This design comes from an exercise in tuning for small area, a short achievable clock period and few clock cycles per item on the open sky130 flow, not from production work.
No run shown here included a check of the RTL's function; only the layout flow was run.

<file path="design/flow/config.mk">
export PLATFORM = sky130hd
export DESIGN_NAME = audio_to_direct_recording_bits
export DESIGN_NICKNAME = audio_to_direct_recording_bits
export VERILOG_FILES = /design/flow/design.v
export SDC_FILE = /design/flow/constraint.sdc
export NUM_CORES = 4
export LEC_CHECK = 0
export CAP_MARGIN = 20
export CORE_MARGIN = 2
export CORE_UTILIZATION = 45
export SETUP_SLACK_MARGIN = 5
export SLEW_MARGIN = 20
</file>
<file path="design/flow/constraint.sdc">
create_clock -name core_clock -period 9.0 [get_ports {clk_i}]
set_input_delay 1.8000 -clock core_clock [delete_from_list [all_inputs] [get_ports {clk_i}]]
set_output_delay 1.8000 -clock core_clock [all_outputs]
set_load 0.01 [all_outputs]
</file>
<file path="design/flow/design.v">
package atdrb_pkg;
  localparam int unsigned CNT_W   = 9;
  localparam int unsigned TOTAL_W = 24;
  typedef logic [CNT_W-1:0]   cnt_t;
  typedef logic [TOTAL_W-1:0] total_t;
  typedef enum logic [1:0] {
    REG_THRESHOLD = 2'd0,
    REG_MODE      = 2'd1,
    REG_PERIOD    = 2'd2,
    REG_TSB       = 2'd3
  } reg_idx_e;
  typedef struct packed {
    logic level;
    logic last;
    logic clipped;
    cnt_t count;
  } pack_cmd_t;
endpackage
module atdrb_div (
  input  logic        clk_i,
  input  logic        rst_ni,
  input  logic        start_i,
  input  logic        dbl_i,
  input  logic [23:0] period_i,
  input  logic [15:0] divisor_i,
  output logic        busy_o,
  output logic        done_o,
  output logic [8:0]  a_o,
  output logic [23:0] b_o
);
  logic        busy_q;
  logic [3:0]  cnt_q;
  logic [15:0] rem_q;
  logic [15:0] quo_q;
  logic [7:0]  low_q;
  logic        ovf_q;
  logic [16:0] rem_sh;
  logic [16:0] diff;
  logic        ge;
  assign rem_sh = {rem_q, dbl_i ? low_q[7] : quo_q[15]};
  assign diff   = rem_sh - {1'b0, divisor_i};
  assign ge     = !diff[16];
  always_ff @(posedge clk_i or negedge rst_ni) begin
    if (!rst_ni) begin
      busy_q <= 1'b0;
    end else if (start_i) begin
      busy_q <= 1'b1;
    end else if (busy_q && cnt_q == 4'd15) begin
      busy_q <= 1'b0;
    end
  end
  always_ff @(posedge clk_i) begin
    if (start_i) begin
      cnt_q <= '0;
      rem_q <= '0;
      quo_q <= period_i[23:8];
      low_q <= period_i[7:0];
      ovf_q <= 1'b0;
    end else if (busy_q || dbl_i) begin
      cnt_q <= cnt_q + 4'd1;
      rem_q <= ge ? diff[15:0] : rem_sh[15:0];
      quo_q <= {quo_q[14:0], ge};
      if (dbl_i) begin
        low_q <= {low_q[6:0], 1'b0};
        ovf_q <= ovf_q || quo_q[15];
      end
    end
  end
  assign busy_o = busy_q;
  assign done_o = busy_q && cnt_q == 4'd15;
  assign a_o    = (ovf_q || quo_q >= 16'd505) ? 9'd505 : quo_q[8:0];
  assign b_o    = {rem_q, low_q};
endmodule
module atdrb_packer (
  input  logic        clk_i,
  input  logic        rst_ni,
  input  logic        cmd_valid_i,
  input  logic        cmd_level_i,
  input  logic [8:0]  cmd_bits_i,
  input  logic        cmd_clip_i,
  input  logic        cmd_last_i,
  output logic        full_o,
  output logic        out_valid_o,
  input  logic        out_ready_i,
  output logic [7:0]  packed_byte_o,
  output logic [3:0]  valid_bits_o,
  output logic        final_byte_o,
  output logic [23:0] total_bytes_o,
  output logic        run_clipped_o
);
  logic        pv_q;
  logic        pl_q;
  logic [8:0]  pleft_q;
  logic        plast_q;
  logic        pclip_q;
  logic        kv_q;
  logic        kl_q;
  logic [8:0]  kbits_q;
  logic        klast_q;
  logic        kclip_q;
  logic [6:0]  acc_q;
  logic [2:0]  held_q;
  logic        ov_q;
  logic [7:0]  obyte_q;
  logic [3:0]  ovb_q;
  logic        ofinal_q;
  logic [23:0] ototal_q;
  logic        oclip_q;
  logic [9:0]  tot;
  logic        full;
  logic [9:0]  rem;
  logic        need_emit;
  logic        out_free;
  logic        emit;
  logic        pdone;
  logic        p_free;
  logic [6:0]  acc_d;
  logic [2:0]  held_d;
  logic [8:0]  pleft_d;
  logic [3:0]  lim;
  logic [7:0]  mask;
  logic [7:0]  e_byte;
  assign tot       = {7'd0, held_q} + {1'b0, pleft_q};
  assign full      = tot[9:3] != '0;
  assign rem       = tot - 10'd8;
  assign need_emit = full || plast_q;
  assign out_free  = !ov_q || out_ready_i;
  assign emit      = pv_q && need_emit && out_free;
  assign lim       = full ? 4'd8 : tot[3:0];
  assign mask      = (8'hFF >> held_q) & ~(8'hFF >> lim);
  assign e_byte    = ({1'b0, acc_q} << (4'd8 - {1'b0, held_q})) | (pl_q ? mask : 8'h00);
  always_comb begin
    acc_d   = acc_q;
    held_d  = held_q;
    pleft_d = pleft_q;
    pdone   = 1'b0;
    if (pv_q) begin
      if (!need_emit) begin
        acc_d  = (acc_q << pleft_q[2:0]) | (pl_q ? ~(7'h7F << pleft_q[2:0]) : 7'h00);
        held_d = tot[2:0];
        pdone  = 1'b1;
      end else if (out_free) begin
        if (!full) begin
          held_d = '0;
          pdone  = 1'b1;
        end else if (rem[9:3] == '0) begin
          acc_d   = {7{pl_q}};
          held_d  = rem[2:0];
          pleft_d = '0;
          pdone   = !plast_q || rem[2:0] == '0;
        end else begin
          held_d  = '0;
          pleft_d = rem[8:0];
        end
      end
    end
  end
  assign p_free = !pv_q || pdone;
  assign full_o = kv_q;
  always_ff @(posedge clk_i or negedge rst_ni) begin
    if (!rst_ni) begin
      pv_q     <= 1'b0;
      kv_q     <= 1'b0;
      held_q   <= '0;
      ov_q     <= 1'b0;
      ofinal_q <= 1'b1;
    end else begin
      held_q <= held_d;
      if (p_free) begin
        pv_q <= kv_q || cmd_valid_i;
        kv_q <= 1'b0;
      end else if (cmd_valid_i) begin
        kv_q <= 1'b1;
      end
      if (emit) begin
        ov_q     <= 1'b1;
        ofinal_q <= plast_q && (!full || rem == '0);
      end else if (out_ready_i) begin
        ov_q <= 1'b0;
      end
    end
  end
  always_ff @(posedge clk_i) begin
    acc_q <= acc_d;
    if (p_free) begin
      pl_q    <= kv_q ? kl_q    : cmd_level_i;
      pleft_q <= kv_q ? kbits_q : cmd_bits_i;
      plast_q <= kv_q ? klast_q : cmd_last_i;
      pclip_q <= kv_q ? kclip_q : cmd_clip_i;
    end else begin
      pleft_q <= pleft_d;
    end
    if (!p_free && cmd_valid_i) begin
      kl_q    <= cmd_level_i;
      kbits_q <= cmd_bits_i;
      klast_q <= cmd_last_i;
      kclip_q <= cmd_clip_i;
    end
    if (emit) begin
      obyte_q  <= e_byte;
      ovb_q    <= lim;
      ototal_q <= ofinal_q ? 24'd1 : ototal_q + 24'd1;
      oclip_q  <= pclip_q;
    end
  end
  assign out_valid_o   = ov_q;
  assign packed_byte_o = obyte_q;
  assign valid_bits_o  = ovb_q;
  assign final_byte_o  = ofinal_q;
  assign total_bytes_o = ototal_q;
  assign run_clipped_o = oclip_q;
endmodule
module audio_to_direct_recording_bits (
  input  logic        clk_i,
  input  logic        rst_ni,
  input  logic        psel,
  input  logic        penable,
  input  logic        pwrite,
  input  logic [3:0]  paddr,
  input  logic [31:0] pwdata,
  output logic [31:0] prdata,
  output logic        pready,
  input  logic        in_valid_i,
  output logic        in_ready_o,
  input  logic [7:0]  sample_value_i,
  input  logic        is_last_i,
  output logic        out_valid_o,
  input  logic        out_ready_i,
  output logic [7:0]  packed_byte_o,
  output logic [3:0]  valid_bits_o,
  output logic        final_byte_o,
  output logic [23:0] total_bytes_o,
  output logic        run_clipped_o
);
  localparam logic [8:0]  Q_SAT   = 9'd505;
  localparam logic [23:0] RUN_MAX = 24'hFF_FFFE;   
  logic [7:0]  threshold_q;
  logic        mode_q;
  logic [23:0] period_q;
  logic [15:0] tsb_q;
  logic [15:0] tsb_eff;
  logic        cfg_wr;
  assign pready  = 1'b1;
  assign cfg_wr  = psel && penable && pwrite;
  assign tsb_eff = (tsb_q == 16'd0) ? 16'd1 : tsb_q;
  always_ff @(posedge clk_i or negedge rst_ni) begin
    if (!rst_ni) begin
      threshold_q <= 8'd127;
      mode_q      <= 1'b0;
      period_q    <= 24'd20317;
      tsb_q       <= 16'd79;
    end else if (cfg_wr) begin
      case (paddr[3:2])
        atdrb_pkg::REG_THRESHOLD: threshold_q <= pwdata[7:0];
        atdrb_pkg::REG_MODE:      mode_q      <= pwdata[0];
        atdrb_pkg::REG_PERIOD:    period_q    <= pwdata[23:0];
        atdrb_pkg::REG_TSB:       tsb_q       <= pwdata[15:0];
        default: ;
      endcase
    end
  end
  always_comb begin
    case (paddr[3:2])
      atdrb_pkg::REG_THRESHOLD: prdata = {24'd0, threshold_q};
      atdrb_pkg::REG_MODE:      prdata = {31'd0, mode_q};
      atdrb_pkg::REG_PERIOD:    prdata = {8'd0, period_q};
      atdrb_pkg::REG_TSB:       prdata = {16'd0, tsb_q};
      default:                  prdata = '0;
    endcase
  end
  logic        dirty_q;
  logic        restore_q;
  logic        rc_init_q;
  logic        rc_q;
  logic [4:0]  rc_cnt_q;
  logic        rc_end;
  logic        div_start;
  logic        div_busy;
  logic        div_done;
  logic [8:0]  step_a;
  logic [23:0] step_b;
  assign rc_end    = rc_q && rc_cnt_q == 5'd23;
  assign div_start = (dirty_q && !div_busy && !rc_init_q && !rc_q) || rc_end;
  atdrb_div u_div (
    .clk_i     (clk_i),
    .rst_ni    (rst_ni),
    .start_i   (div_start),
    .dbl_i     (rc_q),
    .period_i  (period_q),
    .divisor_i (tsb_eff),
    .busy_o    (div_busy),
    .done_o    (div_done),
    .a_o       (step_a),
    .b_o       (step_b)
  );
  logic        open_q, open_d;
  logic        lvl_q, lvl_d;
  logic [23:0] ext_q, ext_d;      
  logic [24:0] g_q, g_d;
  logic [8:0]  q_q, q_d;
  logic        defer_q, defer_d;
  logic        wrap;
  logic [24:0] g_new;
  logic [24:0] g_add;
  logic [9:0]  q_sum;
  logic [8:0]  q_add;
  assign wrap  = !g_q[24];
  assign g_new = {1'b0, step_b} - {2'b0, tsb_eff, 7'd0};
  assign g_add = g_q + {1'b0, step_b} - (wrap ? {1'b0, tsb_eff, 8'd0} : 25'd0);
  assign q_sum = {1'b0, q_q} + {1'b0, step_a} + {9'd0, wrap};
  assign q_add = (q_sum >= {1'b0, Q_SAT}) ? Q_SAT : q_sum[8:0];
  logic        s_v_q;
  logic        s_lvl_q;
  logic        s_last_q;
  logic        busy;
  logic        pk_full;
  logic        s_go;
  logic        take;
  assign busy       = dirty_q || div_busy || rc_init_q || rc_q;
  assign s_go       = s_v_q && !busy && !defer_q && !pk_full;
  assign in_ready_o = !s_v_q || s_go;
  assign take       = in_valid_i && in_ready_o;
  always_ff @(posedge clk_i or negedge rst_ni) begin
    if (!rst_ni) begin
      s_v_q <= 1'b0;
    end else begin
      s_v_q <= take || (s_v_q && !s_go);
    end
  end
  always_ff @(posedge clk_i) begin
    if (take) begin
      s_lvl_q  <= sample_value_i > threshold_q;
      s_last_q <= is_last_i;
    end
  end
  logic        cmd_valid;
  logic        cmd_level;
  logic [8:0]  cmd_q;
  logic        cmd_last;
  logic [8:0]  cmd_bits;
  logic        cmd_clip;
  always_comb begin
    open_d    = open_q;
    lvl_d     = lvl_q;
    ext_d     = ext_q;
    g_d       = g_q;
    q_d       = q_q;
    defer_d   = defer_q;
    cmd_valid = 1'b0;
    cmd_level = lvl_q;
    cmd_q     = q_add;
    cmd_last  = 1'b1;
    if (rc_init_q) begin
      g_d = g_new;
      q_d = '0;
    end else if (rc_q) begin
      if (ext_q[0]) begin
        g_d = g_add;
        q_d = q_add;
      end
      ext_d = {ext_q[0], ext_q[23:1]};
    end else if (defer_q) begin
      if (!pk_full) begin
        cmd_valid = 1'b1;
        open_d    = 1'b0;
        defer_d   = 1'b0;
      end
    end else if (s_go) begin
      cmd_last = s_last_q;
      if (!mode_q) begin
        cmd_valid = 1'b1;
        cmd_level = s_lvl_q;
        cmd_q     = 9'd1;
        if (s_last_q) open_d = 1'b0;
      end else if (!open_q) begin
        open_d  = 1'b1;
        lvl_d   = s_lvl_q;
        ext_d   = '0;
        g_d     = g_new;
        q_d     = '0;
        defer_d = s_last_q;
      end else if (s_lvl_q == lvl_q) begin
        if (ext_q != RUN_MAX) begin
          ext_d = ext_q + 24'd1;
          g_d   = g_add;
          q_d   = q_add;
        end
        defer_d = s_last_q;
      end else begin
        cmd_valid = 1'b1;
        if (s_last_q) begin
          open_d = 1'b0;
        end else begin
          lvl_d = s_lvl_q;
          ext_d = '0;
          g_d   = g_new;
          q_d   = '0;
        end
      end
    end
  end
  assign cmd_clip = cmd_q == Q_SAT;
  assign cmd_bits = {cmd_q[8:1], (cmd_q[0] && !cmd_clip) || cmd_q == '0};
  always_ff @(posedge clk_i or negedge rst_ni) begin
    if (!rst_ni) begin
      dirty_q   <= 1'b1;
      restore_q <= 1'b0;
      rc_init_q <= 1'b0;
      rc_q      <= 1'b0;
      open_q    <= 1'b0;
      defer_q   <= 1'b0;
    end else begin
      dirty_q   <= (cfg_wr && paddr[3]) || (dirty_q && !(div_start && !rc_q));
      rc_init_q <= div_done && !restore_q && open_q;
      if (rc_init_q) begin
        rc_q <= 1'b1;
      end else if (rc_end) begin
        rc_q <= 1'b0;
      end
      if (rc_end) begin
        restore_q <= 1'b1;
      end else if (div_done) begin
        restore_q <= 1'b0;
      end
      open_q  <= open_d;
      defer_q <= defer_d;
    end
  end
  always_ff @(posedge clk_i) begin
    lvl_q <= lvl_d;
    ext_q <= ext_d;
    g_q   <= g_d;
    q_q   <= q_d;
    if (rc_init_q) begin
      rc_cnt_q <= '0;
    end else if (rc_q) begin
      rc_cnt_q <= rc_cnt_q + 5'd1;
    end
  end
  atdrb_packer u_pack (
    .clk_i         (clk_i),
    .rst_ni        (rst_ni),
    .cmd_valid_i   (cmd_valid),
    .cmd_level_i   (cmd_level),
    .cmd_bits_i    (cmd_bits),
    .cmd_clip_i    (cmd_clip),
    .cmd_last_i    (cmd_last),
    .full_o        (pk_full),
    .out_valid_o   (out_valid_o),
    .out_ready_i   (out_ready_i),
    .packed_byte_o (packed_byte_o),
    .valid_bits_o  (valid_bits_o),
    .final_byte_o  (final_byte_o),
    .total_bytes_o (total_bytes_o),
    .run_clipped_o (run_clipped_o)
  );
endmodule
</file>
<file path="design/flow/run.sh">
#!/bin/bash
# synth_recipe.tcl (not shown) runs the flow's synth.tcl, then flattens the netlist and writes it again
# the make line also repeats each setting of config.mk as NAME=value (left out here)
make -C /OpenROAD-flow-scripts/flow DESIGN_CONFIG=/design/flow/config.mk WORK_HOME=/design/flow/orfs CLKGATE_MAP_FILE= SYNTH_SCRIPT=/design/flow/synth_recipe.tcl finish
</file>
==> results of run 1 <==
through the flow:
stage               utilization [%]  area [µm²]
floorplan                         -       16100
global placement               50.4       17500
detailed placement             50.4       17500
CTS                            54.4       18900
global route                   55.1       19100
finish                         55.1       19100
worst max path at each step:
stage / to / slack [ps] / cells after the start
2_1_floorplan: prdata[0] / 4620 / 3
3_3_place_gp: prdata[20] / 3250 / 5
3_5_place_dp: prdata[19] / 3170 / 5
4_1_cts: prdata[0] / 4430 / 4
5_1_grt: prdata[0] / 4420 / 4
6_report: prdata[0] / 4430 / 4
repair_timing:
item	4_1_cts	5_1_grt
hold endpoints to repair	0	0
setup endpoints to repair	128	136
resized for setup	189	41
setup buffers	37	10
pin swaps	21	13
cloned	3	0
cells in the final DEF, fill, tap and decap left out, types with 38 or more instances in the layout:
| cell | n |
|---|---|
| sky130_fd_sc_hd__inv_1 | 146 |
| sky130_fd_sc_hd__nand3_1 | 41 |
| sky130_fd_sc_hd__edfxtp_1 | 144 |
| sky130_fd_sc_hd__buf_4 | 43 |
| sky130_fd_sc_hd__mux2i_1 | 38 |
| sky130_fd_sc_hd__dfrtp_1 | 38 |
| sky130_fd_sc_hd__mux2_2 | 65 |
| sky130_fd_sc_hd__nor2_1 | 130 |
| sky130_fd_sc_hd__clkdlybuf4s50_1 | 77 |
| sky130_fd_sc_hd__xor2_1 | 64 |
| sky130_fd_sc_hd__a21oi_1 | 60 |
| sky130_fd_sc_hd__ha_1 | 78 |
| sky130_fd_sc_hd__nand2_1 | 151 |
| sky130_fd_sc_hd__xnor2_1 | 55 |
| sky130_fd_sc_hd__o21ai_0 | 104 |
final cells by class:
class | instances | share of cell area [%]
diodes | 1 | 0.0131
clock buffers | 38 | 4.01
clock inverters | 11 | 0.392
inverters | 148 | 2.97
multi-input cells | 1207 | 46.4
flip-flops and latches | 243 | 34.8
well taps | 455 | 2.98
repair buffers | 167 | 8.44
layer usage:
| metal | routed length, µm | up-vias | global-route usage (%) |
|---|---|---|---|
| li1 | - | 6132 | - |
| met1 | 19200 | 5995 | 31.1 |
| met2 | 17800 | 312 | 34.3 |
| met3 | 2030 | 61 | 2.98 |
| met4 | 1160 | 0 | 5.81 |
| met5 | 0 | - | 0 |
cells by family after synthesis:
kind of cell	synth area share (%)
fa+ha+maj	8.75
other cells	0.0470
xor+xnor	6.64
flops	41.7
simple gates	15.3
buf+inv	5.54
mux	7.99
compound gates	14.1
state kept, by name, indices dropped and copies added, names as in the netlist, 3 cells and up:
signal	count
ext_q	24
g_q	25
period_q	24
q_q	9
rc_cnt_q	5
threshold_q	8
tsb_q	16
u_div.cnt_q	4
u_div.low_q	8
u_div.quo_q	16
u_div.rem_q	16
u_pack.acc_q	7
u_pack.held_q	3
u_pack.kbits_q	9
u_pack.obyte_q	8
u_pack.ototal_q	24
u_pack.ovb_q	4
u_pack.pleft_q	9
==> insert_results.sql, run 1 <==
INSERT INTO impl_metrics (metric_group, metric, value, unit) VALUES
('place', 'globalplace.congestion', '0.917', ''),
('synth', 'synth.ff_latch_count', '243', ''),
('cts', 'cts.reportedPaths.clkPinSlew', '60', 'ps'),
('die', 'fp.dieArea', '37000', 'µm²'),
('global_routing', 'globalRouteOverflowTotal', '0', ''),
('sta', 'period_needed', '4570', 'ps'),
('worst_hold_path', 'hp-start', 'restore_q$_DFFE_PN0P_', ''),
('detailed_routing', 'detailedRoute.firstPassIterationCount', '5', ''),
('outcome', 'outcome', 'timing/DRC/antenna clean', ''),
('critical_path', 'regToRegSetupSlack', '4540', 'ps'),
('place', 'numPlacedInstances', '2170', ''),
('cts', 'cts.path.max_buffers', '3', ''),
('critical_path', 'critical_path.cell_chain', 'buf_12 > buf_12 > mux4_2 > buf_6', ''),
('die', 'design.portCount', '125', ''),
('finish', 'fill_cells', '3160', ''),
('die', 'rows', '68', ''),
('cts', 'insertion_delay', '540', 'ps'),
('global_routing', 'track_usage', '21.7', '%'),
('worst_hold_path', 'timing.hold.worst_path_depth', '1', ''),
('sta', 'finalSetupViolCount', '0', ''),
('critical_path', 'crit_buf_inv', '3', ''),
('detailed_routing', 'drt_iter0_drc', '782', ''),
('sta', 'min_period_over_period', '50.8', '%'),
('finish', 'post_layout_nonfiller_instances', '2270', ''),
('detailed_routing', 'routedWlPerCell', '17.7', 'µm'),
('synth', 'yosys_most_used_dff', 'sky130_fd_sc_hd__edfxtp_1', ''),
('sta', 'finalHoldViolations', '0', ''),
('cts', 'cts_made_buffers', '27', ''),
('job', 'max-cap-violations', '0', ''),
('critical_path', 'critical_path.max_stage_delay', '570', 'ps'),
('synth', 'syn_avg_cell_area', '9.57', 'µm²'),
('sta', 'tns', '0', 'ps'),
('critical_path', 'setup.worst_path.class', 'input port to output pin', ''),
('sta', 'slew_viol_final', '0', ''),
('sta', 'tightest_slew_margin_relative_to_the_limit', '36.7', '%'),
('global_routing', 'first_global_vias', '12100', ''),
('synth', 'synth-edff-count', '144', ''),
('synth', 'netlist_area', '16000', 'µm²'),
('global_routing', 'grt_pass1_wl', '63900', 'µm'),
('detailed_routing', 'postRouteAntennaNets', '0', ''),
('worst_hold_path', 'min_to', 'rc_init_q$_DFF_PN0_', ''),
('critical_path', 'crit_path_top_delay_cell', 'sky130_fd_sc_hd__mux4_2', ''),
('synth', 'synth.cells.most_frequent', 'sky130_fd_sc_hd__nand2_1 (158), sky130_fd_sc_hd__inv_1 (147), sky130_fd_sc_hd__edfxtp_1 (144), sky130_fd_sc_hd__nor2_1 (141), sky130_fd_sc_hd__o21ai_0 (119)', ''),
('finish', 'layout-drive-gt1-share', '18.2', '%'),
('detailed_routing', 'drc_violations_left', '0', ''),
('sta', 'postLayoutSetupSlackWorst', '4430', 'ps'),
('critical_path', 'setup.worst_path.start', 'paddr[2]', ''),
('finish', 'net_count_reported_at_finish', '1945', ''),
('cts', 'cts_root_buffer', 'sky130_fd_sc_hd__clkbuf_16', ''),
('critical_path', 'crit_path_max_fo', '4', ''),
('synth', 'area_share_of_the_leading_cell_type_in_the_synthesized_netlist', '27.1', '%'),
('die', 'fp.coreArea', '34700', 'µm²'),
('detailed_routing', 'routed_via_density', '5.51', ''),
('detailed_routing', 'num_vias', '12500', ''),
('synth', 'post-synth-top-count-cell', 'sky130_fd_sc_hd__nand2_1', ''),
('cts', 'cts.sink_count', '243', ''),
('critical_path', 'critPathArrivalTime', '2770', 'ps'),
('critical_path', 'critPathLaunchType', 'input port', ''),
('critical_path', 'endpoint_of_the_worst_slack_reg_to_reg_timing_path', 'u_pack.pleft_q[1]$_DFFE_PP_', ''),
('die', 'dieHeight', '192', 'µm'),
('place', 'place_hpwl', '28900', 'µm'),
('finish', 'seqCellArea', '6660', 'µm²'),
('sta', 'fin_worst_skew', '14.4', 'ps');
==> inputs of run 2 (changes only) <==
--- a/design/flow/design.v
+++ b/design/flow/design.v
@@ -34,11 +34,12 @@
   logic [15:0] quo_q;
   logic [7:0]  low_q;
-  logic        ovf_q;
   logic [16:0] rem_sh;
   logic [16:0] diff;
   logic        ge;
+  logic        sat;
   assign rem_sh = {rem_q, dbl_i ? low_q[7] : quo_q[15]};
   assign diff   = rem_sh - {1'b0, divisor_i};
   assign ge     = !diff[16];
+  assign sat    = quo_q[14:0] > 15'd252 || (quo_q[14:0] == 15'd252 && ge);
   always_ff @(posedge clk_i or negedge rst_ni) begin
     if (!rst_ni) begin
@@ -56,12 +57,14 @@
       quo_q <= period_i[23:8];
       low_q <= period_i[7:0];
-      ovf_q <= 1'b0;
     end else if (busy_q || dbl_i) begin
       cnt_q <= cnt_q + 4'd1;
       rem_q <= ge ? diff[15:0] : rem_sh[15:0];
-      quo_q <= {quo_q[14:0], ge};
+      if ((dbl_i || cnt_q == 4'd15) && sat) begin
+        quo_q <= 16'd505;
+      end else begin
+        quo_q <= {quo_q[14:0], ge};
+      end
       if (dbl_i) begin
         low_q <= {low_q[6:0], 1'b0};
-        ovf_q <= ovf_q || quo_q[15];
       end
     end
@@ -69,5 +72,5 @@
   assign busy_o = busy_q;
   assign done_o = busy_q && cnt_q == 4'd15;
-  assign a_o    = (ovf_q || quo_q >= 16'd505) ? 9'd505 : quo_q[8:0];
+  assign a_o    = quo_q[8:0];
   assign b_o    = {rem_q, low_q};
 endmodule
@@ -271,4 +274,5 @@
   logic        dirty_q;
   logic        restore_q;
+  logic        fin_q;
   logic        rc_init_q;
   logic        rc_q;
@@ -298,16 +302,26 @@
   logic [23:0] ext_q, ext_d;      
   logic [24:0] g_q, g_d;
-  logic [8:0]  q_q, q_d;
+  logic [8:0]  q_q, q_d;          
   logic        defer_q, defer_d;
   logic        wrap;
   logic [24:0] g_new;
   logic [24:0] g_add;
-  logic [9:0]  q_sum;
-  logic [8:0]  q_add;
-  assign wrap  = !g_q[24];
-  assign g_new = {1'b0, step_b} - {2'b0, tsb_eff, 7'd0};
-  assign g_add = g_q + {1'b0, step_b} - (wrap ? {1'b0, tsb_eff, 8'd0} : 25'd0);
-  assign q_sum = {1'b0, q_q} + {1'b0, step_a} + {9'd0, wrap};
-  assign q_add = (q_sum >= {1'b0, Q_SAT}) ? Q_SAT : q_sum[8:0];
+  logic [9:0]  q_sum0;
+  logic [9:0]  q_sum1;
+  logic [8:0]  q_add0;
+  logic [8:0]  q_add1;
+  logic [8:0]  q_step;
+  logic [8:0]  q_new;
+  logic [9:0]  q_new_sum;
+  assign wrap      = !g_q[24];
+  assign g_new     = {1'b0, step_b} - {2'b0, tsb_eff, 7'd0};
+  assign g_add     = g_q + {1'b0, step_b} - (wrap ? {1'b0, tsb_eff, 8'd0} : 25'd0);
+  assign q_sum0    = {1'b0, q_q} + {1'b0, step_a};
+  assign q_sum1    = q_sum0 + 10'd1;
+  assign q_add0    = (q_sum0 >= {1'b0, Q_SAT}) ? Q_SAT : q_sum0[8:0];
+  assign q_add1    = (q_sum1 >= {1'b0, Q_SAT}) ? Q_SAT : q_sum1[8:0];
+  assign q_step    = ((rc_q || fin_q) ? wrap : !g_add[24]) ? q_add1 : q_add0;
+  assign q_new_sum = {1'b0, step_a} + {9'd0, !g_new[24]};
+  assign q_new     = (q_new_sum >= {1'b0, Q_SAT}) ? Q_SAT : q_new_sum[8:0];
   logic        s_v_q;
   logic        s_lvl_q;
@@ -317,5 +331,5 @@
   logic        s_go;
   logic        take;
-  assign busy       = dirty_q || div_busy || rc_init_q || rc_q;
+  assign busy       = dirty_q || div_busy || fin_q || rc_init_q || rc_q;
   assign s_go       = s_v_q && !busy && !defer_q && !pk_full;
   assign in_ready_o = !s_v_q || s_go;
@@ -349,7 +363,9 @@
     cmd_valid = 1'b0;
     cmd_level = lvl_q;
-    cmd_q     = q_add;
+    cmd_q     = q_q;
     cmd_last  = 1'b1;
-    if (rc_init_q) begin
+    if (fin_q) begin
+      q_d = q_step;
+    end else if (rc_init_q) begin
       g_d = g_new;
       q_d = '0;
@@ -357,5 +373,5 @@
       if (ext_q[0]) begin
         g_d = g_add;
-        q_d = q_add;
+        q_d = q_step;
       end
       ext_d = {ext_q[0], ext_q[23:1]};
@@ -378,5 +394,5 @@
         ext_d   = '0;
         g_d     = g_new;
-        q_d     = '0;
+        q_d     = q_new;
         defer_d = s_last_q;
       end else if (s_lvl_q == lvl_q) begin
@@ -384,5 +400,5 @@
           ext_d = ext_q + 24'd1;
           g_d   = g_add;
-          q_d   = q_add;
+          q_d   = q_step;
         end
         defer_d = s_last_q;
@@ -395,5 +411,5 @@
           ext_d = '0;
           g_d   = g_new;
-          q_d   = '0;
+          q_d   = q_new;
         end
       end
@@ -406,4 +422,5 @@
       dirty_q   <= 1'b1;
       restore_q <= 1'b0;
+      fin_q     <= 1'b0;
       rc_init_q <= 1'b0;
       rc_q      <= 1'b0;
@@ -413,4 +430,5 @@
       dirty_q   <= (cfg_wr && paddr[3]) || (dirty_q && !(div_start && !rc_q));
       rc_init_q <= div_done && !restore_q && open_q;
+      fin_q     <= div_done && restore_q;
       if (rc_init_q) begin
         rc_q <= 1'b1;
==> run 2 against run 1 <==
Against the previous run: final area is 6.0% higher; die area rose by 3.9%.
==> insert_results.sql, run 2 <==
INSERT INTO impl_metrics (metric_group, metric, value, unit) VALUES
('outcome', 'outcome', 'timing/DRC/antenna clean', ''),
('finish', 'registers.top_by_ff_count', 'g_q', ''),
('global_routing', 'first_global_vias', '13000', ''),
('finish', 'utilization', '55.7', '%'),
('synth', 'synth.cells.most_frequent', 'sky130_fd_sc_hd__nand2_1 (168), sky130_fd_sc_hd__inv_1 (156), sky130_fd_sc_hd__edfxtp_1 (153), sky130_fd_sc_hd__nor2_1 (147), sky130_fd_sc_hd__o21ai_0 (108)', ''),
('finish', 'layout-drive-gt1-share', '18.5', '%'),
('die', 'floorplan.initialDensity', '45.5', '%'),
('finish', 'layout.cells.most_common', 'sky130_fd_sc_hd__nand2_1', ''),
('cts', 'clock_tree.htree_level_count', '1', ''),
('place', 'place_hpwl', '29500', 'µm'),
('die', 'design.portCount', '125', ''),
('detailed_routing', 'drc_violations_left', '0', ''),
('global_routing', 'globalRouteOverflowTotal', '0', ''),
('synth', 'yosysWarningCount', '3', ''),
('cts', 'cts.reportedPaths.clkPinSlew', '60', 'ps'),
('global_routing', 'grt_max_usage_layer', 'met2', ''),
('synth', 'synth.area.top_cells', 'sky130_fd_sc_hd__edfxtp_1 (28%), sky130_fd_sc_hd__ha_1 (6.4%), sky130_fd_sc_hd__dfrtp_1 (6.2%)', ''),
('detailed_routing', 'drt_iter0_drc', '854', ''),
('cts', 'cts.path.max_buffers', '3', ''),
('place', 'port-buffer-count', '105', ''),
('finish', 'diodes', '0', ''),
('sta', 'max_slew.worst_pin.slew', '882', 'ps'),
('finish', 'net_count_reported_at_finish', '2073', ''),
('synth', 'synth_top_area_cell', 'sky130_fd_sc_hd__edfxtp_1', ''),
('detailed_routing', 'detailedRoute.firstPassIterationCount', '5', ''),
('detailed_routing', 'routedWlPerCell', '17.4', 'µm'),
('sta', 'fin_worst_skew', '12.4', 'ps'),
('critical_path', 'setup.worst_path.class', 'register to register', ''),
('sta', 'tns', '0', 'ps'),
('job', 'max-cap-violations', '0', ''),
('sta', 'tightest_slew_margin_relative_to_the_limit', '41.2', '%'),
('global_routing', 'number_of_antenna_violations_at_the_first_check_in_global_routing', '0', ''),
('cts', 'insertion_delay', '560', 'ps'),
('synth', 'post-synth-top-count-cell', 'sky130_fd_sc_hd__nand2_1', ''),
('detailed_routing', 'routed_via_density', '5.56', ''),
('die', 'rows', '70', ''),
('synth', 'async_flop_share', '26.7', '%'),
('global_routing', 'met1_usage', '30.9', '%'),
('critical_path', 'critical_path.endpoint_type', 'register', ''),
('finish', 'fill_cells', '3254', ''),
('synth', 'yosysUniqueCellTypes', '89', ''),
('worst_hold_path', 'worstHoldPathType', 'register to register', ''),
('die', 'die_width', '196', 'µm'),
('synth', 'synth-edff-count', '153', ''),
('detailed_routing', 'num_vias', '13400', ''),
('critical_path', 'ff2ff_path_depth', '21', ''),
('critical_path', 'critPathLaunchType', 'register', ''),
('finish', 'largest_register_ffs', '25', ''),
('finish', 'seqCellArea', '6760', 'µm²'),
('critical_path', 'crit_path_max_fo', '4', ''),
('finish', 'multi_input_area', '9510', 'µm²'),
('global_routing', 'track_usage', '21.7', '%'),
('detailed_routing', 'detail_route.wirelength', '41800', 'µm'),
('sta', 'setup_repair_after_global_routing_missed_its_margin', 'yes', ''),
('sta', 'slew_viol_final', '0', ''),
('finish', 'area_growth', '22.2', '%'),
('finish', 'most-common-layout-cells', 'sky130_fd_sc_hd__nand2_1 (158), sky130_fd_sc_hd__inv_1 (156), sky130_fd_sc_hd__edfxtp_1 (153)', ''),
('synth', 'syn_avg_cell_area', '9.40', 'µm²'),
('synth', 'yosys_most_used_dff', 'sky130_fd_sc_hd__edfxtp_1', ''),
('critical_path', 'critPathArrivalTime', '5010', 'ps'),
('die', 'dieHeight', '196', 'µm'),
('cts', 'tritoncts', 'yes', ''),
('sta', 'finalHoldViolations', '0', ''),
('sta', 'finalSetupViolCount', '0', ''),
('sta', 'clock.fmax', '217', 'MHz'),
('place', 'globalplace.congestion', '0.910', ''),
('sta', 'min_period_over_period', '51.2', '%'),
('critical_path', 'crit_required', '9400', 'ps'),
('synth', 'area_share_of_the_leading_cell_type_in_the_synthesized_netlist', '27.7', '%'),
('sta', 'period_needed', '4610', 'ps'),
('worst_hold_path', 'timing.hold.worst_path_depth', '1', ''),
('cts', 'cts_root_buffer', 'sky130_fd_sc_hd__clkbuf_16', ''),
('cts', 'cts.sink_count', '243', ''),
('global_routing', 'grt_start_max_net_pins', '66', ''),
('global_routing', 'grt_pass1_wl', '68100', 'µm'),
('detailed_routing', 'postRouteAntennaNets', '0', ''),
('synth', 'synth.ff_latch_count', '243', ''),
('cts', 'cts_made_buffers', '29', ''),
('global_routing', 'grt_util_met2', '34.7', '%'),
('synth', 'synth_sequential_area_ratio', '40.7', '%'),
('global_routing', 'globalRouteMet3Util', '3.03', '%'),
('synth', 'netlist_area', '16600', 'µm²'),
('synth', 'synthCells', '1765', ''),
('die', 'fp.coreArea', '36400', 'µm²'),
('die', 'fp.dieArea', '38400', 'µm²');
-- run 2: changes by cell type after synthesis, sizes merged, moves of 8 or more --
cell and delta:
mux2 -13, a21oi +34, edfxtp +9, dfxtp -10, nand2 +11, o22ai -17, a211oi +18, and3 +12
buf +8, clkbuf -9, inv +9, nor2b +16, or3 +10
-- run 2: worst max-delay path, cell delays in order (launching register included) --
cell	delay (ps)
sky130_fd_sc_hd__dfrtp_1	410
sky130_fd_sc_hd__nor4_2	320
sky130_fd_sc_hd__a41o_1	310
sky130_fd_sc_hd__ha_2	210
sky130_fd_sc_hd__nor2b_1	50
sky130_fd_sc_hd__o21ai_2	140
sky130_fd_sc_hd__a21oi_2	100
sky130_fd_sc_hd__o2111ai_2	210
sky130_fd_sc_hd__a21oi_2	100
sky130_fd_sc_hd__o311a_1	340
sky130_fd_sc_hd__o211ai_1	270
sky130_fd_sc_hd__nand2_1	180
sky130_fd_sc_hd__ha_4	210
sky130_fd_sc_hd__ha_4	190
sky130_fd_sc_hd__nand2_2	70
sky130_fd_sc_hd__and3_4	200
sky130_fd_sc_hd__o21ai_4	60
sky130_fd_sc_hd__a2111oi_4	440
sky130_fd_sc_hd__nand2b_4	210
sky130_fd_sc_hd__or3b_4	150
sky130_fd_sc_hd__a21oi_2	60
sky130_fd_sc_hd__o31ai_2	220
-- run 2: stage by stage --
stage / worst slack (ps) / cells / cell area [µm²] / hold slack, ps
finish: 4390 / 2407 / 20300 / 468
CTS: 4350 / 2384 / 19900 / 457
floorplan: 4770 / 1772 / 16800 / 400
global placement: 3540 / 2280 / 18100 / 439
global route: 4190 / 2407 / 20300 / 494
detailed placement: 3550 / 2281 / 18200 / 452
-- run 2: logic make-up (layout without fill, tap and decap cells) --
group,after synthesis,after routing,share of synthesized area [%]
AO/OA/AOI/OAI,385,385,14.8
XOR/XNOR,123,123,6.49
adder cells (fa/ha/maj),105,105,8.82
buffers and inverters,233,399,5.61
flip-flops,243,243,40.7
multiplexers,104,104,6.97
other,2,9,0.0453
AND/OR/NAND/NOR,570,571,16.6
-- run 2: final timing paths --
kind,start,endpoint,slack (ps)
min reg2reg,restore_q$_DFFE_PN0P_,rc_init_q$_DFF_PN0_,470
max,tsb_q[9]$_DFFE_PN0P_,q_q[7]$_DFFE_PP_,4390
min in group asynchronous,rst_ni,period_q[18]$_DFFE_PN0P_,1430
min,restore_q$_DFFE_PN0P_,rc_init_q$_DFF_PN0_,470
max in group asynchronous,rst_ni,u_pack.held_q[0]$_DFFE_PN0P_,6930
max reg2reg,tsb_q[9]$_DFFE_PN0P_,q_q[7]$_DFFE_PP_,4390
-- run 2: final cells by class --
type | instances | share of cell area [%]
Clock buffer | 40 | 4.19
Inverter | 156 | 2.89
Sequential cell | 243 | 33.3
Clock inverter | 14 | 0.648
Timing Repair Buffer | 189 | 9.16
Tap cell | 468 | 2.89
Multi-Input combinational cell | 1297 | 46.9
-- run 2: timing repair --
action                     in CTS  in global routing
setup endpoints to repair     128                148
gates resized for setup       180                 59
pin swaps                      31                 24
hold buffers                    0                  0
gates cloned                    6                  0
buffers inserted               43                 23
-- run 2: metal layers --
metal | vias to the layer above | wire length (µm)
met5 | - | 0
met4 | 0 | 955
met3 | 63 | 2200
met2 | 354 | 18900
met1 | 6431 | 19800
li1 | 6535 | -
==> inputs of run 3 (changes only) <==
--- a/design/flow/design.v
+++ b/design/flow/design.v
@@ -263,6 +263,10 @@
     end
   end
+  logic [1:0] rsel_q;
+  always_ff @(posedge clk_i) begin
+    rsel_q <= paddr[3:2];
+  end
   always_comb begin
-    case (paddr[3:2])
+    case (rsel_q)
       atdrb_pkg::REG_THRESHOLD: prdata = {24'd0, threshold_q};
       atdrb_pkg::REG_MODE:      prdata = {31'd0, mode_q};
==> run 3 against run 2 <==
Against the previous run: first-iteration DRC count shrank 15%; flip-flop and latch count grew 2; final area shrank 2.4%; die area shrank 1.2%; worst setup slack lost 280 ps; hold slack lost 31 ps; sequential share of layout area grew 1.1 points; highest routed layer unchanged.
==> insert_results.sql, run 3 <==
INSERT INTO impl_metrics (metric_group, metric, value, unit) VALUES
('finish', 'layout.cells.most_common', 'sky130_fd_sc_hd__nand2_1', ''),
('synth', 'yosysUniqueCellTypes', '85', ''),
('synth', 'synth.ff_latch_count', '245', ''),
('die', 'floorplan.initialDensity', '45.9', '%'),
('sta', 'setup_repair_after_global_routing_missed_its_margin', 'yes', ''),
('cts', 'cts.path.max_buffers', '3', ''),
('die', 'die_width', '195', 'µm'),
('finish', 'diodes', '0', ''),
('critical_path', 'regToRegSetupSlack', '4100', 'ps'),
('global_routing', 'grt_pass1_wl', '64700', 'µm'),
('sta', 'finalHoldViolations', '0', ''),
('synth', 'synth.area.top_cells', 'sky130_fd_sc_hd__edfxtp_1 (28%), sky130_fd_sc_hd__ha_1 (6.5%), sky130_fd_sc_hd__dfrtp_1 (6.3%)', ''),
('sta', 'finalSetupViolCount', '0', ''),
('synth', 'post_synth_fa_ha_maj_area_fraction', '8.93', '%'),
('synth', 'post-synth-top-count-cell', 'sky130_fd_sc_hd__nand2_1', ''),
('synth', 'synth_sequential_area_ratio', '41.4', '%'),
('synth', 'async_flop_share', '26.5', '%'),
('die', 'rows', '69', ''),
('synth', 'synth.area.mux_share', '6.83', '%'),
('detailed_routing', 'num_vias', '13000', ''),
('critical_path', 'critPathArrivalTime', '5220', 'ps'),
('synth', 'syn_avg_cell_area', '9.51', 'µm²'),
('finish', 'area_growth', '20.7', '%'),
('critical_path', 'critPathLaunchType', 'register', ''),
('place', 'place_worst_setup_slack', '3860', 'ps'),
('finish', 'fill_cells', '3252', ''),
('global_routing', 'first_global_vias', '12500', ''),
('global_routing', 'grt_max_usage_layer', 'met2', ''),
('job', 'max-cap-violations', '0', ''),
('global_routing', 'number_of_antenna_violations_at_the_first_check_in_global_routing', '0', ''),
('global_routing', 'grt_start_max_net_pins', '66', ''),
('outcome', 'outcome', 'timing/DRC/antenna clean', ''),
('sta', 'max_slew.worst_pin.slew', '930', 'ps'),
('place', 'globalplace.congestion', '0.860', ''),
('sta', 'postLayoutSetupSlackWorst', '4100', 'ps'),
('global_routing', 'met1_usage', '28.9', '%'),
('cts', 'clock_tree.htree_level_count', '1', ''),
('synth', 'synth.cells.most_frequent', 'sky130_fd_sc_hd__nand2_1 (163), sky130_fd_sc_hd__inv_1 (156), sky130_fd_sc_hd__edfxtp_1 (153), sky130_fd_sc_hd__nor2_1 (145), sky130_fd_sc_hd__o21ai_0 (116)', ''),
('global_routing', 'grt_util_met2', '34.8', '%'),
('die', 'dieHeight', '195', 'µm'),
('detailed_routing', 'detail_route.wirelength', '40600', 'µm'),
('finish', 'net_count_reported_at_finish', '2026', ''),
('finish', 'seqCellArea', '6820', 'µm²'),
('synth', 'synth-edff-count', '153', ''),
('die', 'fp.coreArea', '35700', 'µm²'),
('synth', 'area_share_of_the_leading_cell_type_in_the_synthesized_netlist', '28.0', '%'),
('sta', 'fin_worst_skew', '17.6', 'ps'),
('sta', 'slew_viol_final', '0', ''),
('detailed_routing', 'detailedRoute.firstPassIterationCount', '5', ''),
('synth', 'post_synthesis_compound_gate_area_fraction', '14.6', '%'),
('global_routing', 'track_usage', '20.8', '%'),
('detailed_routing', 'drc_violations_left', '0', ''),
('synth', 'synth_top_area_cell', 'sky130_fd_sc_hd__edfxtp_1', ''),
('critical_path', 'critical_path.endpoint_type', 'register', ''),
('cts', 'cts.sink_count', '245', ''),
('detailed_routing', 'routedWlPerCell', '17.3', 'µm'),
('die', 'design.portCount', '125', ''),
('finish', 'largest_register_ffs', '25', ''),
('critical_path', 'rr_startpoint', 'tsb_q[12]$_DFFE_PN0P_', ''),
('detailed_routing', 'postRouteAntennaNets', '0', ''),
('critical_path', 'setup.worst_path.class', 'register to register', ''),
('synth', 'combinational_family_with_the_most_area_after_synthesis', 'simple AND/OR/NAND/NOR gates', ''),
('worst_hold_path', 'worstHoldPathType', 'register to register', ''),
('die', 'fp.dieArea', '38000', 'µm²'),
('finish', 'multi_input_area', '9180', 'µm²'),
('synth', 'yosysWarningCount', '3', ''),
('detailed_routing', 'routed_via_density', '5.51', ''),
('synth', 'netlist_area', '16400', 'µm²'),
('cts', 'cts.reportedPaths.clkPinSlew', '60', 'ps'),
('detailed_routing', 'drt_iter0_drc', '722', ''),
('global_routing', 'globalRouteOverflowTotal', '0', ''),
('finish', 'post_layout_nonfiller_instances', '2352', ''),
('worst_hold_path', 'hp-start', 'u_pack.pclip_q$_DFFE_PN_', ''),
('synth', 'synth_simple_gate_area_share', '15.7', '%'),
('finish', 'registers.top_by_ff_count', 'g_q', ''),
('cts', 'cts_root_buffer', 'sky130_fd_sc_hd__clkbuf_16', ''),
('finish', 'layout-drive-gt1-share', '16.3', '%'),
('sta', 'period_needed', '4900', 'ps'),
('global_routing', 'globalRouteMet3Util', '2.71', '%'),
('finish', 'most-common-layout-cells', 'sky130_fd_sc_hd__nand2_1 (159), sky130_fd_sc_hd__edfxtp_1 (153), sky130_fd_sc_hd__inv_1 (152)', ''),
('critical_path', 'crit_path_max_fo', '4', ''),
('place', 'place_hpwl', '28700', 'µm'),
('sta', 'tns', '0', 'ps'),
('sta', 'min_period_over_period', '54.4', '%'),
('synth', 'synthCells', '1723', ''),
('critical_path', 'crit_required', '9320', 'ps'),
('cts', 'insertion_delay', '570', 'ps'),
('cts', 'cts_made_buffers', '28', ''),
('sta', 'clock.fmax', '204', 'MHz'),
('place', 'port-buffer-count', '105', ''),
('critical_path', 'setup.worst_path.start', 'tsb_q[12]$_DFFE_PN0P_', ''),
('synth', 'yosys_most_used_dff', 'sky130_fd_sc_hd__edfxtp_1', ''),
('cts', 'tritoncts', 'yes', ''),
('sta', 'tightest_slew_margin_relative_to_the_limit', '38.0', '%'),
('place', 'numPlacedInstances', '2229', ''),
('synth', 'synthXorXnorAreaFrac', '6.77', '%');
[run 3: cell count changes after synthesis, sizes merged, moves of 7 or more]
cell	delta
a211oi	-19
and3	-12
o22a	+8
o22ai	+16
xor2	-9
xnor2	+11
mux2i	-7
[run 3: worst paths after layout]
check,endpoint,depth (start not counted)
max in group asynchronous,rc_init_q$_DFF_PN0_,2
min in group asynchronous,period_q[22]$_DFFE_PN0P_,2
setup / recovery,q_q[6]$_DFFE_PP_,23
setup reg to reg,q_q[6]$_DFFE_PP_,23
hold reg to reg,u_pack.oclip_q$_DFFE_PP_,0
hold / removal,u_pack.oclip_q$_DFFE_PP_,0
[run 3: repair_timing]
item                       in CTS  in global routing
setup endpoints to repair     117                 62
pin swaps                      31                 55
hold buffers                    0                  0
buffers inserted               30                 38
gates cloned                    1                  1
gates resized for setup        49                 58
[run 3: cell type report]
class | count | share of cell area (%)
Clock inverter | 12 | 0.531
Inverter | 157 | 2.98
Multi-Input combinational cell | 1252 | 46.4
Tap cell | 461 | 2.91
Timing Repair Buffer | 185 | 8.80
Clock buffer | 40 | 3.97
Sequential cell | 245 | 34.4
[run 3: metrics by stage]
stage          instance area [µm²]  util [%]  hold slack [ps]
3_3_place_gp                 17900      50.1              402
3_5_place_dp                 17900      50.1              428
6_report                     19800      55.4              437
2_1_floorplan                16500         -              400
5_1_grt                      19800      55.4              463
4_1_cts                      19200      53.8              446
[run 3: layer usage]
layer	part of all wire (%)	wire, µm	vias up
met3	4.5	1820	55
met1	47	18900	6237
met4	1.8	729	0
met2	47	19100	291
met5	0	0	-
li1	-	-	6369
[run 3: worst max-delay path, stage by stage (launching register included)]
cell and delay (ps):
sky130_fd_sc_hd__dfrtp_2 440, sky130_fd_sc_hd__nor4_4 290, sky130_fd_sc_hd__a41o_1 260, sky130_fd_sc_hd__ha_2 200, sky130_fd_sc_hd__nor2b_1 50, sky130_fd_sc_hd__o21ai_2 140
sky130_fd_sc_hd__a21oi_2 90, sky130_fd_sc_hd__o21bai_1 180, sky130_fd_sc_hd__a21boi_1 110, sky130_fd_sc_hd__o21ai_2 190, sky130_fd_sc_hd__a21boi_2 90, sky130_fd_sc_hd__o31a_1 260
sky130_fd_sc_hd__o21a_1 190, sky130_fd_sc_hd__o21a_1 190, sky130_fd_sc_hd__or3_4 350, sky130_fd_sc_hd__ha_4 180, sky130_fd_sc_hd__ha_4 170, sky130_fd_sc_hd__xor2_2 180
sky130_fd_sc_hd__o311a_1 290, sky130_fd_sc_hd__nand4_1 110, sky130_fd_sc_hd__nand2_2 100, sky130_fd_sc_hd__nor2_4 140, sky130_fd_sc_hd__a21oi_1 80, sky130_fd_sc_hd__o32a_1 340
[run 3: cells by family after synthesis]
kind of cell / count (synthesis)
multiplexers: 99
XOR/XNOR: 125
AO/OA/AOI/OAI: 377
buffers and inverters: 234
flip-flops: 245
other: 2
adder cells (fa/ha/maj): 105
AND/OR/NAND/NOR: 536

-- afterwards: timing with drivers on the ports --
The results above use ideal ports. As a check the final layouts listed here were re-extracted and re-timed, cells and wires unchanged. Step 1 (the two cells are an assumption about what drives the block):
set clk [get_ports {clk_i}]
set_driving_cell -lib_cell sky130_fd_sc_hd__clkbuf_16 $clk
set_driving_cell -lib_cell sky130_fd_sc_hd__buf_2 [delete_from_list [all_inputs] $clk]
Step 2 times the ports against the registers' clock, not the clock port: input delays grow and output delays shrink by t, the midpoint of the rising clock arrivals with the driver on. a / b / c = no drivers / after step 1 / after step 2; a / b = the first two.
run | shift t [ns] | setup WS [ns] | hold slack, ns | worst register clock-pin slew, ns | pins driven straight from the clock port
run 1 | 0.579 | 4.431 / 4.367 / 4.367 | 0.429 / 0.429 / 0.429 | 0.06 / 0.06 | 1
run 2 | 0.605 | 4.389 / 4.389 / 4.389 | 0.468 / 0.468 / 0.468 | 0.06 / 0.06 | 1
run 3 | 0.618 | 4.104 / 4.104 / 4.104 | 0.437 / 0.437 / 0.437 | 0.06 / 0.06 | 1
After both steps every run listed still meets setup and hold. The setup slack of run 1, which loses most, moves by -0.064 ns with the drivers and by -0.064 ns with both steps.
